Background: an optimization exercise with open tools, aiming at small area and a short achievable clock period. Do not read the settings as production practice. At most, simulation tests tie the RTL to the original design; equivalence was not proved. Power and IR drop assume default switching activity.

==> inputs of run a <==
==> flow/design.v (excerpt) <==
module mac_array_2x2
#(
  parameter int DATA_W = mac_pkg::DATA_W,
  parameter int ACC_W  = mac_pkg::ACC_W
) (
  input  logic                  clk,
  input  logic                  rst_n,
  input  logic                  en,
  input  logic                  clear,
  input  logic [4*DATA_W-1:0]   a,
  input  logic [4*DATA_W-1:0]   b,
  output logic [4*ACC_W-1:0]    acc
);
clock: 6.5 ns
lec_check: 0
cap_margin: 20
core_margin: 2
core_utilization: 40
cts_buf_list: sky130_fd_sc_hd__clkbuf_4 sky130_fd_sc_hd__clkbuf_8
setup_slack_margin: 2.3
slew_margin: 20
synth_hierarchical: 1
synth_minimum_keep_size: 0
standard.sh (not shown) runs the stock make flow with config.mk's settings and CLKGATE_MAP_FILE= SYNTH_SCRIPT=/design/flow/synth_recipe.tcl, a recipe that flattens the netlist after the stock synthesis.
==> flow/flow/run.sh <==
#!/bin/bash
# Layout: the standard flow (standard.sh), with the port buffers that
# global placement inserts made plain buf_1 cells (the resizer sizes them up
# where timing needs it) instead of the delay buffers the resizer picks by
# default.  make's full output goes to standard.log; each ORFS step also keeps
# its own log under orfs/logs/.
set -euo pipefail
export BUFFER_PORTS_ARGS="-buffer_cell sky130_fd_sc_hd__buf_1"
bash standard.sh > standard.log 2>&1
==> run b: changes against run a <==
--- a/flow/design.v
+++ b/flow/design.v
@@ -89,19 +89,16 @@
   wire sum185 = p135 ^ G169;
   wire sum186 = p136 ^ G171;
   wire sum187 = p137 ^ G173;
   wire sum188 = p138 ^ G175;
   wire [15:0] lo_v = {sum188, sum187, sum186, sum185, sum184, sum183, sum182, sum181, s_r[7], s_r[6], s_r[5], s_r[4], s_r[3], s_r[2], s_r[1], s_r[0]};
   wire [15:0] hi_c0, hi_c1, hi_v;
-  mac_hipre u_hipre (.h(h_r), .q(r0_r[8]), .hi0_n(hi_c0), .hi1_n(hi_c1));
-  mac_hisel u_hisel (.hi0_n(hi_c0), .hi1_n(hi_c1), .c(G179), .hi(hi_v));
+  mac_hipre u_hipre (.h(h_r), .q(r0_r[8]), .hi0(hi_c0), .hi1(hi_c1));
+  mac_hisel u_hisel (.hi0(hi_c0), .hi1(hi_c1), .c(G179), .hi(hi_v));
   wire [31:0] acc_v = {hi_v, lo_v};
-  wire kill = ~rst_n | clear;
-  wire go = en & ~kill;
-  wire [7:0] ag = a & {8{go}};
-  wire [15:0] lo_g = lo_v & {16{~kill}};
+  wire [7:0] ag = a & {8{en}};
   wire [63:0] pp;
   mac_pp u_pp (.a(ag), .b(b), .pp(pp));
   wire s1 = pp[5] ^ pp[12];
   wire c2 = pp[5] & pp[12];
   wire s3, c3;
   mac_fa u_fa3 (.x(pp[6]), .y(pp[13]), .z(pp[20]), .s(s3), .c(c3));
@@ -115,13 +112,13 @@
   wire c9 = pp[49] & pp[56];
   wire s10 = ~(pp[15] ^ pp[22]);
   wire c11 = pp[15] | pp[22];
   wire s12, c12;
   mac_fa u_fa12 (.x(pp[29]), .y(pp[36]), .z(pp[43]), .s(s12), .c(c12));
   wire s13, c13;
-  mac_fa u_fa13 (.x(pp[50]), .y(pp[57]), .z(lo_g[8]), .s(s13), .c(c13));
+  mac_fa u_fa13 (.x(pp[50]), .y(pp[57]), .z(lo_v[8]), .s(s13), .c(c13));
   wire s14, c14;
   mac_fa u_fa14 (.x(pp[23]), .y(pp[30]), .z(pp[37]), .s(s14), .c(c14));
   wire s15, c15;
   mac_fa u_fa15 (.x(pp[44]), .y(pp[51]), .z(pp[58]), .s(s15), .c(c15));
   wire s16, c16;
   mac_fa u_fa16 (.x(pp[31]), .y(pp[38]), .z(pp[45]), .s(s16), .c(c16));
@@ -131,37 +128,37 @@
   mac_fa u_fa19 (.x(pp[4]), .y(pp[11]), .z(pp[18]), .s(s19), .c(c19));
   wire s20 = pp[25] ^ pp[32];
   wire c21 = pp[25] & pp[32];
   wire s22, c22;
   mac_fa u_fa22 (.x(pp[19]), .y(pp[26]), .z(pp[33]), .s(s22), .c(c22));
   wire s23, c23;
-  mac_fa u_fa23 (.x(pp[40]), .y(s1), .z(lo_g[5]), .s(s23), .c(c23));
+  mac_fa u_fa23 (.x(pp[40]), .y(s1), .z(lo_v[5]), .s(s23), .c(c23));
   wire s24, c24;
   mac_fa u_fa24 (.x(pp[41]), .y(pp[48]), .z(c2), .s(s24), .c(c24));
   wire s25, c25;
-  mac_fa u_fa25 (.x(s4), .y(s3), .z(lo_g[6]), .s(s25), .c(c25));
+  mac_fa u_fa25 (.x(s4), .y(s3), .z(lo_v[6]), .s(s25), .c(c25));
   wire s26, c26;
   mac_fa u_fa26 (.x(c5), .y(s8), .z(c3), .s(s26), .c(c26));
   wire s27, c27;
-  mac_fa u_fa27 (.x(s6), .y(s7), .z(lo_g[7]), .s(s27), .c(c27));
+  mac_fa u_fa27 (.x(s6), .y(s7), .z(lo_v[7]), .s(s27), .c(c27));
   wire s28, c28;
   mac_fa u_fa28 (.x(c9), .y(c6), .z(c7), .s(s28), .c(c28));
   wire s29, c29;
   mac_fa u_fa29 (.x(s10), .y(s12), .z(s13), .s(s29), .c(c29));
   wire s30, c30;
   mac_fa u_fa30 (.x(c11), .y(c12), .z(s14), .s(s30), .c(c30));
   wire s31, c31;
-  mac_fa u_fa31 (.x(s15), .y(lo_g[9]), .z(c13), .s(s31), .c(c31));
+  mac_fa u_fa31 (.x(s15), .y(lo_v[9]), .z(c13), .s(s31), .c(c31));
   wire s32, c32;
   mac_fa u_fa32 (.x(pp[52]), .y(pp[59]), .z(c14), .s(s32), .c(c32));
   wire s33, c33;
-  mac_fa u_fa33 (.x(c15), .y(s16), .z(lo_g[10]), .s(s33), .c(c33));
+  mac_fa u_fa33 (.x(c15), .y(s16), .z(lo_v[10]), .s(s33), .c(c33));
   wire s34, c34;
   mac_fa u_fa34 (.x(pp[39]), .y(pp[46]), .z(pp[53]), .s(s34), .c(c34));
   wire s35, c35;
-  mac_fa u_fa35 (.x(pp[60]), .y(c16), .z(lo_g[11]), .s(s35), .c(c35));
+  mac_fa u_fa35 (.x(pp[60]), .y(c16), .z(lo_v[11]), .s(s35), .c(c35));
   wire s36, c36;
   mac_fa u_fa36 (.x(pp[47]), .y(pp[54]), .z(pp[61]), .s(s36), .c(c36));
   wire s37 = pp[2] ^ pp[9];
   wire c38 = pp[2] & pp[9];
   wire s39, c39;
   mac_fa u_fa39 (.x(pp[17]), .y(pp[24]), .z(s17), .s(s39), .c(c39));
@@ -179,23 +176,23 @@
   mac_fa u_fa45 (.x(c28), .y(s30), .z(s31), .s(s45), .c(c45));
   wire s46, c46;
   mac_fa u_fa46 (.x(s32), .y(c30), .z(s33), .s(s46), .c(c46));
   wire s47, c47;
   mac_fa u_fa47 (.x(s34), .y(c32), .z(c33), .s(s47), .c(c47));
   wire s48, c48;
-  mac_fa u_fa48 (.x(c34), .y(s36), .z(lo_g[12]), .s(s48), .c(c48));
+  mac_fa u_fa48 (.x(c34), .y(s36), .z(lo_v[12]), .s(s48), .c(c48));
   wire s49, c49;
   mac_fa u_fa49 (.x(pp[55]), .y(pp[62]), .z(c36), .s(s49), .c(c49));
   wire s50 = pp[1] ^ pp[8];
   wire c51 = pp[1] & pp[8];
   wire s52, c52;
-  mac_fa u_fa52 (.x(pp[16]), .y(s37), .z(lo_g[2]), .s(s52), .c(c52));
+  mac_fa u_fa52 (.x(pp[16]), .y(s37), .z(lo_v[2]), .s(s52), .c(c52));
   wire s53, c53;
-  mac_fa u_fa53 (.x(c38), .y(lo_g[3]), .z(s39), .s(s53), .c(c53));
+  mac_fa u_fa53 (.x(c38), .y(lo_v[3]), .z(s39), .s(s53), .c(c53));
   wire s54, c54;
-  mac_fa u_fa54 (.x(c39), .y(lo_g[4]), .z(s40), .s(s54), .c(c54));
+  mac_fa u_fa54 (.x(c39), .y(lo_v[4]), .z(s40), .s(s54), .c(c54));
   wire s55, c55;
   mac_fa u_fa55 (.x(c40), .y(s41), .z(s23), .s(s55), .c(c55));
   wire s56, c56;
   mac_fa u_fa56 (.x(c41), .y(s25), .z(s42), .s(s56), .c(c56));
   wire s57, c57;
   mac_fa u_fa57 (.x(s27), .y(c42), .z(s43), .s(s57), .c(c57));
@@ -207,26 +204,26 @@
   mac_fa u_fa60 (.x(c31), .y(s46), .z(c45), .s(s60), .c(c60));
   wire s61, c61;
   mac_fa u_fa61 (.x(s35), .y(s47), .z(c46), .s(s61), .c(c61));
   wire s62, c62;
   mac_fa u_fa62 (.x(c35), .y(s48), .z(c47), .s(s62), .c(c62));
   wire s63, c63;
-  mac_fa u_fa63 (.x(lo_g[13]), .y(s49), .z(c48), .s(s63), .c(c63));
+  mac_fa u_fa63 (.x(lo_v[13]), .y(s49), .z(c48), .s(s63), .c(c63));
   wire s64, c64;
-  mac_fa u_fa64 (.x(pp[63]), .y(lo_g[14]), .z(c49), .s(s64), .c(c64));
-  wire s65 = ~lo_g[15];
-  wire g66 = pp[0] & lo_g[0];
-  wire g67 = lo_g[1] & s50;
+  mac_fa u_fa64 (.x(pp[63]), .y(lo_v[14]), .z(c49), .s(s64), .c(c64));
+  wire s65 = ~lo_v[15];
+  wire g66 = pp[0] & lo_v[0];
+  wire g67 = lo_v[1] & s50;
   wire g68 = s52 & c51;
   wire g69 = s53 & c52;
   wire g70 = s54 & c53;
   wire g71 = s55 & c54;
   wire g72 = s56 & c55;
   wire g73 = s57 & c56;
-  wire p74 = pp[0] ^ lo_g[0];
-  wire p75 = lo_g[1] ^ s50;
+  wire p74 = pp[0] ^ lo_v[0];
+  wire p75 = lo_v[1] ^ s50;
   wire p76 = s52 ^ c51;
   wire p77 = s53 ^ c52;
   wire p78 = s54 ^ c53;
   wire p79 = s55 ^ c54;
   wire p80 = s56 ^ c55;
   wire p81 = s57 ^ c56;
@@ -270,20 +267,28 @@
   wire sum119 = p78 ^ G98;
   wire sum120 = p79 ^ G108;
   wire sum121 = p80 ^ G110;
   wire sum122 = p81 ^ G112;
   wire [7:0] s_n = {sum122, sum121, sum120, sum119, sum118, sum117, sum116, p74};
   wire cl_n = G114;
-  wire [8:0] r0_n = {lo_g[15], s65, s64, s63, s62, s61, s60, s59, s58};
+  wire [8:0] r0_n = {lo_v[15], s65, s64, s63, s62, s61, s60, s59, s58};
   wire [7:0] r1_n = {c64, c63, c62, c61, c60, c59, c58, c57};
   always_ff @(posedge clk) begin
-    h_r  <= kill ? '0 : hi_v;
-    s_r  <= s_n;
-    cl_r <= cl_n;
-    r0_r <= r0_n;
-    r1_r <= r1_n;
+    if (!rst_n || clear) begin
+      h_r  <= '0;
+      s_r  <= '0;
+      cl_r <= 1'b0;
+      r0_r <= 9'b100000000;
+      r1_r <= '0;
+    end else begin
+      h_r  <= hi_v;
+      s_r  <= s_n;
+      cl_r <= cl_n;
+      r0_r <= r0_n;
+      r1_r <= r1_n;
+    end
   end
   assign acc = acc_v;
 endmodule
 module mac_fa (
   input  logic x,
   input  logic y,
@@ -293,27 +298,27 @@
 );
   assign {c, s} = x + y + z;
 endmodule
 module mac_hipre (
   input  logic [15:0] h,
   input  logic        q,
-  output logic [15:0] hi0_n,
-  output logic [15:0] hi1_n
+  output logic [15:0] hi0,
+  output logic [15:0] hi1
 );
   wire [15:0] h_m1 = h - 16'd1;
   wire [15:0] h_p1 = h + 16'd1;
-  assign hi0_n = ~(q ? h : h_m1);
-  assign hi1_n = ~(q ? h_p1 : h);
+  assign hi0 = q ? h : h_m1;
+  assign hi1 = q ? h_p1 : h;
 endmodule
 module mac_hisel (
-  input  logic [15:0] hi0_n,
-  input  logic [15:0] hi1_n,
+  input  logic [15:0] hi0,
+  input  logic [15:0] hi1,
   input  logic        c,
   output logic [15:0] hi
 );
-  assign hi = ~(c ? hi1_n : hi0_n);
+  assign hi = c ? hi1 : hi0;
 endmodule
 module mac_pp (
   input  logic [7:0]  a,
   input  logic [7:0]  b,
   output logic [63:0] pp
 );
--- a/flow/config.mk
+++ b/flow/config.mk
@@ -5,11 +5,10 @@
 export SDC_FILE = /design/flow/constraint.sdc
 export NUM_CORES = 4
 export LEC_CHECK = 0
 export CAP_MARGIN = 20
 export CORE_MARGIN = 2
 export CORE_UTILIZATION = 40
-export CTS_BUF_LIST = sky130_fd_sc_hd__clkbuf_4 sky130_fd_sc_hd__clkbuf_8
 export SETUP_SLACK_MARGIN = 2.3
 export SLEW_MARGIN = 20
 export SYNTH_HIERARCHICAL = 1
 export SYNTH_MINIMUM_KEEP_SIZE = 0
==> run c: changes against run a <==
--- a/flow/design.v
+++ b/flow/design.v
@@ -92,16 +92,13 @@
   wire sum188 = p138 ^ G175;
   wire [15:0] lo_v = {sum188, sum187, sum186, sum185, sum184, sum183, sum182, sum181, s_r[7], s_r[6], s_r[5], s_r[4], s_r[3], s_r[2], s_r[1], s_r[0]};
   wire [15:0] hi_c0, hi_c1, hi_v;
   mac_hipre u_hipre (.h(h_r), .q(r0_r[8]), .hi0_n(hi_c0), .hi1_n(hi_c1));
   mac_hisel u_hisel (.hi0_n(hi_c0), .hi1_n(hi_c1), .c(G179), .hi(hi_v));
   wire [31:0] acc_v = {hi_v, lo_v};
-  wire kill = ~rst_n | clear;
-  wire go = en & ~kill;
-  wire [7:0] ag = a & {8{go}};
-  wire [15:0] lo_g = lo_v & {16{~kill}};
+  wire [7:0] ag = a & {8{en}};
   wire [63:0] pp;
   mac_pp u_pp (.a(ag), .b(b), .pp(pp));
   wire s1 = pp[5] ^ pp[12];
   wire c2 = pp[5] & pp[12];
   wire s3, c3;
   mac_fa u_fa3 (.x(pp[6]), .y(pp[13]), .z(pp[20]), .s(s3), .c(c3));
@@ -115,13 +112,13 @@
   wire c9 = pp[49] & pp[56];
   wire s10 = ~(pp[15] ^ pp[22]);
   wire c11 = pp[15] | pp[22];
   wire s12, c12;
   mac_fa u_fa12 (.x(pp[29]), .y(pp[36]), .z(pp[43]), .s(s12), .c(c12));
   wire s13, c13;
-  mac_fa u_fa13 (.x(pp[50]), .y(pp[57]), .z(lo_g[8]), .s(s13), .c(c13));
+  mac_fa u_fa13 (.x(pp[50]), .y(pp[57]), .z(lo_v[8]), .s(s13), .c(c13));
   wire s14, c14;
   mac_fa u_fa14 (.x(pp[23]), .y(pp[30]), .z(pp[37]), .s(s14), .c(c14));
   wire s15, c15;
   mac_fa u_fa15 (.x(pp[44]), .y(pp[51]), .z(pp[58]), .s(s15), .c(c15));
   wire s16, c16;
   mac_fa u_fa16 (.x(pp[31]), .y(pp[38]), .z(pp[45]), .s(s16), .c(c16));
@@ -131,37 +128,37 @@
   mac_fa u_fa19 (.x(pp[4]), .y(pp[11]), .z(pp[18]), .s(s19), .c(c19));
   wire s20 = pp[25] ^ pp[32];
   wire c21 = pp[25] & pp[32];
   wire s22, c22;
   mac_fa u_fa22 (.x(pp[19]), .y(pp[26]), .z(pp[33]), .s(s22), .c(c22));
   wire s23, c23;
-  mac_fa u_fa23 (.x(pp[40]), .y(s1), .z(lo_g[5]), .s(s23), .c(c23));
+  mac_fa u_fa23 (.x(pp[40]), .y(s1), .z(lo_v[5]), .s(s23), .c(c23));
   wire s24, c24;
   mac_fa u_fa24 (.x(pp[41]), .y(pp[48]), .z(c2), .s(s24), .c(c24));
   wire s25, c25;
-  mac_fa u_fa25 (.x(s4), .y(s3), .z(lo_g[6]), .s(s25), .c(c25));
+  mac_fa u_fa25 (.x(s4), .y(s3), .z(lo_v[6]), .s(s25), .c(c25));
   wire s26, c26;
   mac_fa u_fa26 (.x(c5), .y(s8), .z(c3), .s(s26), .c(c26));
   wire s27, c27;
-  mac_fa u_fa27 (.x(s6), .y(s7), .z(lo_g[7]), .s(s27), .c(c27));
+  mac_fa u_fa27 (.x(s6), .y(s7), .z(lo_v[7]), .s(s27), .c(c27));
   wire s28, c28;
   mac_fa u_fa28 (.x(c9), .y(c6), .z(c7), .s(s28), .c(c28));
   wire s29, c29;
   mac_fa u_fa29 (.x(s10), .y(s12), .z(s13), .s(s29), .c(c29));
   wire s30, c30;
   mac_fa u_fa30 (.x(c11), .y(c12), .z(s14), .s(s30), .c(c30));
   wire s31, c31;
-  mac_fa u_fa31 (.x(s15), .y(lo_g[9]), .z(c13), .s(s31), .c(c31));
+  mac_fa u_fa31 (.x(s15), .y(lo_v[9]), .z(c13), .s(s31), .c(c31));
   wire s32, c32;
   mac_fa u_fa32 (.x(pp[52]), .y(pp[59]), .z(c14), .s(s32), .c(c32));
   wire s33, c33;
-  mac_fa u_fa33 (.x(c15), .y(s16), .z(lo_g[10]), .s(s33), .c(c33));
+  mac_fa u_fa33 (.x(c15), .y(s16), .z(lo_v[10]), .s(s33), .c(c33));
   wire s34, c34;
   mac_fa u_fa34 (.x(pp[39]), .y(pp[46]), .z(pp[53]), .s(s34), .c(c34));
   wire s35, c35;
-  mac_fa u_fa35 (.x(pp[60]), .y(c16), .z(lo_g[11]), .s(s35), .c(c35));
+  mac_fa u_fa35 (.x(pp[60]), .y(c16), .z(lo_v[11]), .s(s35), .c(c35));
   wire s36, c36;
   mac_fa u_fa36 (.x(pp[47]), .y(pp[54]), .z(pp[61]), .s(s36), .c(c36));
   wire s37 = pp[2] ^ pp[9];
   wire c38 = pp[2] & pp[9];
   wire s39, c39;
   mac_fa u_fa39 (.x(pp[17]), .y(pp[24]), .z(s17), .s(s39), .c(c39));
@@ -179,23 +176,23 @@
   mac_fa u_fa45 (.x(c28), .y(s30), .z(s31), .s(s45), .c(c45));
   wire s46, c46;
   mac_fa u_fa46 (.x(s32), .y(c30), .z(s33), .s(s46), .c(c46));
   wire s47, c47;
   mac_fa u_fa47 (.x(s34), .y(c32), .z(c33), .s(s47), .c(c47));
   wire s48, c48;
-  mac_fa u_fa48 (.x(c34), .y(s36), .z(lo_g[12]), .s(s48), .c(c48));
+  mac_fa u_fa48 (.x(c34), .y(s36), .z(lo_v[12]), .s(s48), .c(c48));
   wire s49, c49;
   mac_fa u_fa49 (.x(pp[55]), .y(pp[62]), .z(c36), .s(s49), .c(c49));
   wire s50 = pp[1] ^ pp[8];
   wire c51 = pp[1] & pp[8];
   wire s52, c52;
-  mac_fa u_fa52 (.x(pp[16]), .y(s37), .z(lo_g[2]), .s(s52), .c(c52));
+  mac_fa u_fa52 (.x(pp[16]), .y(s37), .z(lo_v[2]), .s(s52), .c(c52));
   wire s53, c53;
-  mac_fa u_fa53 (.x(c38), .y(lo_g[3]), .z(s39), .s(s53), .c(c53));
+  mac_fa u_fa53 (.x(c38), .y(lo_v[3]), .z(s39), .s(s53), .c(c53));
   wire s54, c54;
-  mac_fa u_fa54 (.x(c39), .y(lo_g[4]), .z(s40), .s(s54), .c(c54));
+  mac_fa u_fa54 (.x(c39), .y(lo_v[4]), .z(s40), .s(s54), .c(c54));
   wire s55, c55;
   mac_fa u_fa55 (.x(c40), .y(s41), .z(s23), .s(s55), .c(c55));
   wire s56, c56;
   mac_fa u_fa56 (.x(c41), .y(s25), .z(s42), .s(s56), .c(c56));
   wire s57, c57;
   mac_fa u_fa57 (.x(s27), .y(c42), .z(s43), .s(s57), .c(c57));
@@ -207,26 +204,26 @@
   mac_fa u_fa60 (.x(c31), .y(s46), .z(c45), .s(s60), .c(c60));
   wire s61, c61;
   mac_fa u_fa61 (.x(s35), .y(s47), .z(c46), .s(s61), .c(c61));
   wire s62, c62;
   mac_fa u_fa62 (.x(c35), .y(s48), .z(c47), .s(s62), .c(c62));
   wire s63, c63;
-  mac_fa u_fa63 (.x(lo_g[13]), .y(s49), .z(c48), .s(s63), .c(c63));
+  mac_fa u_fa63 (.x(lo_v[13]), .y(s49), .z(c48), .s(s63), .c(c63));
   wire s64, c64;
-  mac_fa u_fa64 (.x(pp[63]), .y(lo_g[14]), .z(c49), .s(s64), .c(c64));
-  wire s65 = ~lo_g[15];
-  wire g66 = pp[0] & lo_g[0];
-  wire g67 = lo_g[1] & s50;
+  mac_fa u_fa64 (.x(pp[63]), .y(lo_v[14]), .z(c49), .s(s64), .c(c64));
+  wire s65 = ~lo_v[15];
+  wire g66 = pp[0] & lo_v[0];
+  wire g67 = lo_v[1] & s50;
   wire g68 = s52 & c51;
   wire g69 = s53 & c52;
   wire g70 = s54 & c53;
   wire g71 = s55 & c54;
   wire g72 = s56 & c55;
   wire g73 = s57 & c56;
-  wire p74 = pp[0] ^ lo_g[0];
-  wire p75 = lo_g[1] ^ s50;
+  wire p74 = pp[0] ^ lo_v[0];
+  wire p75 = lo_v[1] ^ s50;
   wire p76 = s52 ^ c51;
   wire p77 = s53 ^ c52;
   wire p78 = s54 ^ c53;
   wire p79 = s55 ^ c54;
   wire p80 = s56 ^ c55;
   wire p81 = s57 ^ c56;
@@ -270,20 +267,28 @@
   wire sum119 = p78 ^ G98;
   wire sum120 = p79 ^ G108;
   wire sum121 = p80 ^ G110;
   wire sum122 = p81 ^ G112;
   wire [7:0] s_n = {sum122, sum121, sum120, sum119, sum118, sum117, sum116, p74};
   wire cl_n = G114;
-  wire [8:0] r0_n = {lo_g[15], s65, s64, s63, s62, s61, s60, s59, s58};
+  wire [8:0] r0_n = {lo_v[15], s65, s64, s63, s62, s61, s60, s59, s58};
   wire [7:0] r1_n = {c64, c63, c62, c61, c60, c59, c58, c57};
   always_ff @(posedge clk) begin
-    h_r  <= kill ? '0 : hi_v;
-    s_r  <= s_n;
-    cl_r <= cl_n;
-    r0_r <= r0_n;
-    r1_r <= r1_n;
+    if (!rst_n || clear) begin
+      h_r  <= '0;
+      s_r  <= '0;
+      cl_r <= 1'b0;
+      r0_r <= 9'b100000000;
+      r1_r <= '0;
+    end else begin
+      h_r  <= hi_v;
+      s_r  <= s_n;
+      cl_r <= cl_n;
+      r0_r <= r0_n;
+      r1_r <= r1_n;
+    end
   end
   assign acc = acc_v;
 endmodule
 module mac_fa (
   input  logic x,
   input  logic y,
==> flow/config.mk (replaced) <==
export PLATFORM = sky130hd
export DESIGN_NAME = mac_array_2x2
export DESIGN_NICKNAME = mac_array_2x2
export VERILOG_FILES = /design/flow/design.v
export SDC_FILE = /design/flow/constraint.sdc
export NUM_CORES = 4
export LEC_CHECK = 0
export CAP_MARGIN = 20
export CORE_MARGIN = 2
export CORE_UTILIZATION = 55
export CTS_BUF_LIST = sky130_fd_sc_hd__clkbuf_4 sky130_fd_sc_hd__clkbuf_8
export PLACE_DENSITY = 0.8
export SETUP_SLACK_MARGIN = 2.3
export SLEW_MARGIN = 20
export SYNTH_HIERARCHICAL = 1
export SYNTH_MINIMUM_KEEP_SIZE = 0
==> summary of the runs <==
In run b the worst setup slack is better than in run c, by 0.040 ns. Area after synthesis, lowest first: run a, run c, run b. In run c the synthesized cell count is larger than in run b, by about 0.7%. The highest maximum frequency belongs to run b, the lowest to run c. Clock power, lowest first: run a, run c, run b.
The RTL of run a was laid out without a check of its function.

afterwards: timing with drivers on the ports:
How much do the figures lean on ideal ports? The routed layouts below were timed once more, with nothing changed but the port constraints. Step 1, drivers: a clkbuf_16 drives clk and a buf_2 each remaining input, both assumed. Step 2 moves the port delays by t, midway between the first and last clock arrival at a register: inputs arrive t later, outputs are due t later. That takes back most of the time a late clock gives input paths. a / b / c = no drivers / after step 1 / after step 2; a / b = the first two.
run | shift t [ns] | setup WS [ns] | worst data-port slew with drivers (ns)
run a | 0.599 | 2.332 / 2.288 / 1.688 | 0.11
run b | 0.532 | 2.359 / 2.331 / 1.840 | 0.10
run c | 0.534 | 2.319 / 2.334 / 1.801 | 0.06
After both steps every run listed still meets setup and hold. For run a, which loses most, drivers alone change the setup slack by -0.044 ns; drivers and shift together by -0.644 ns.
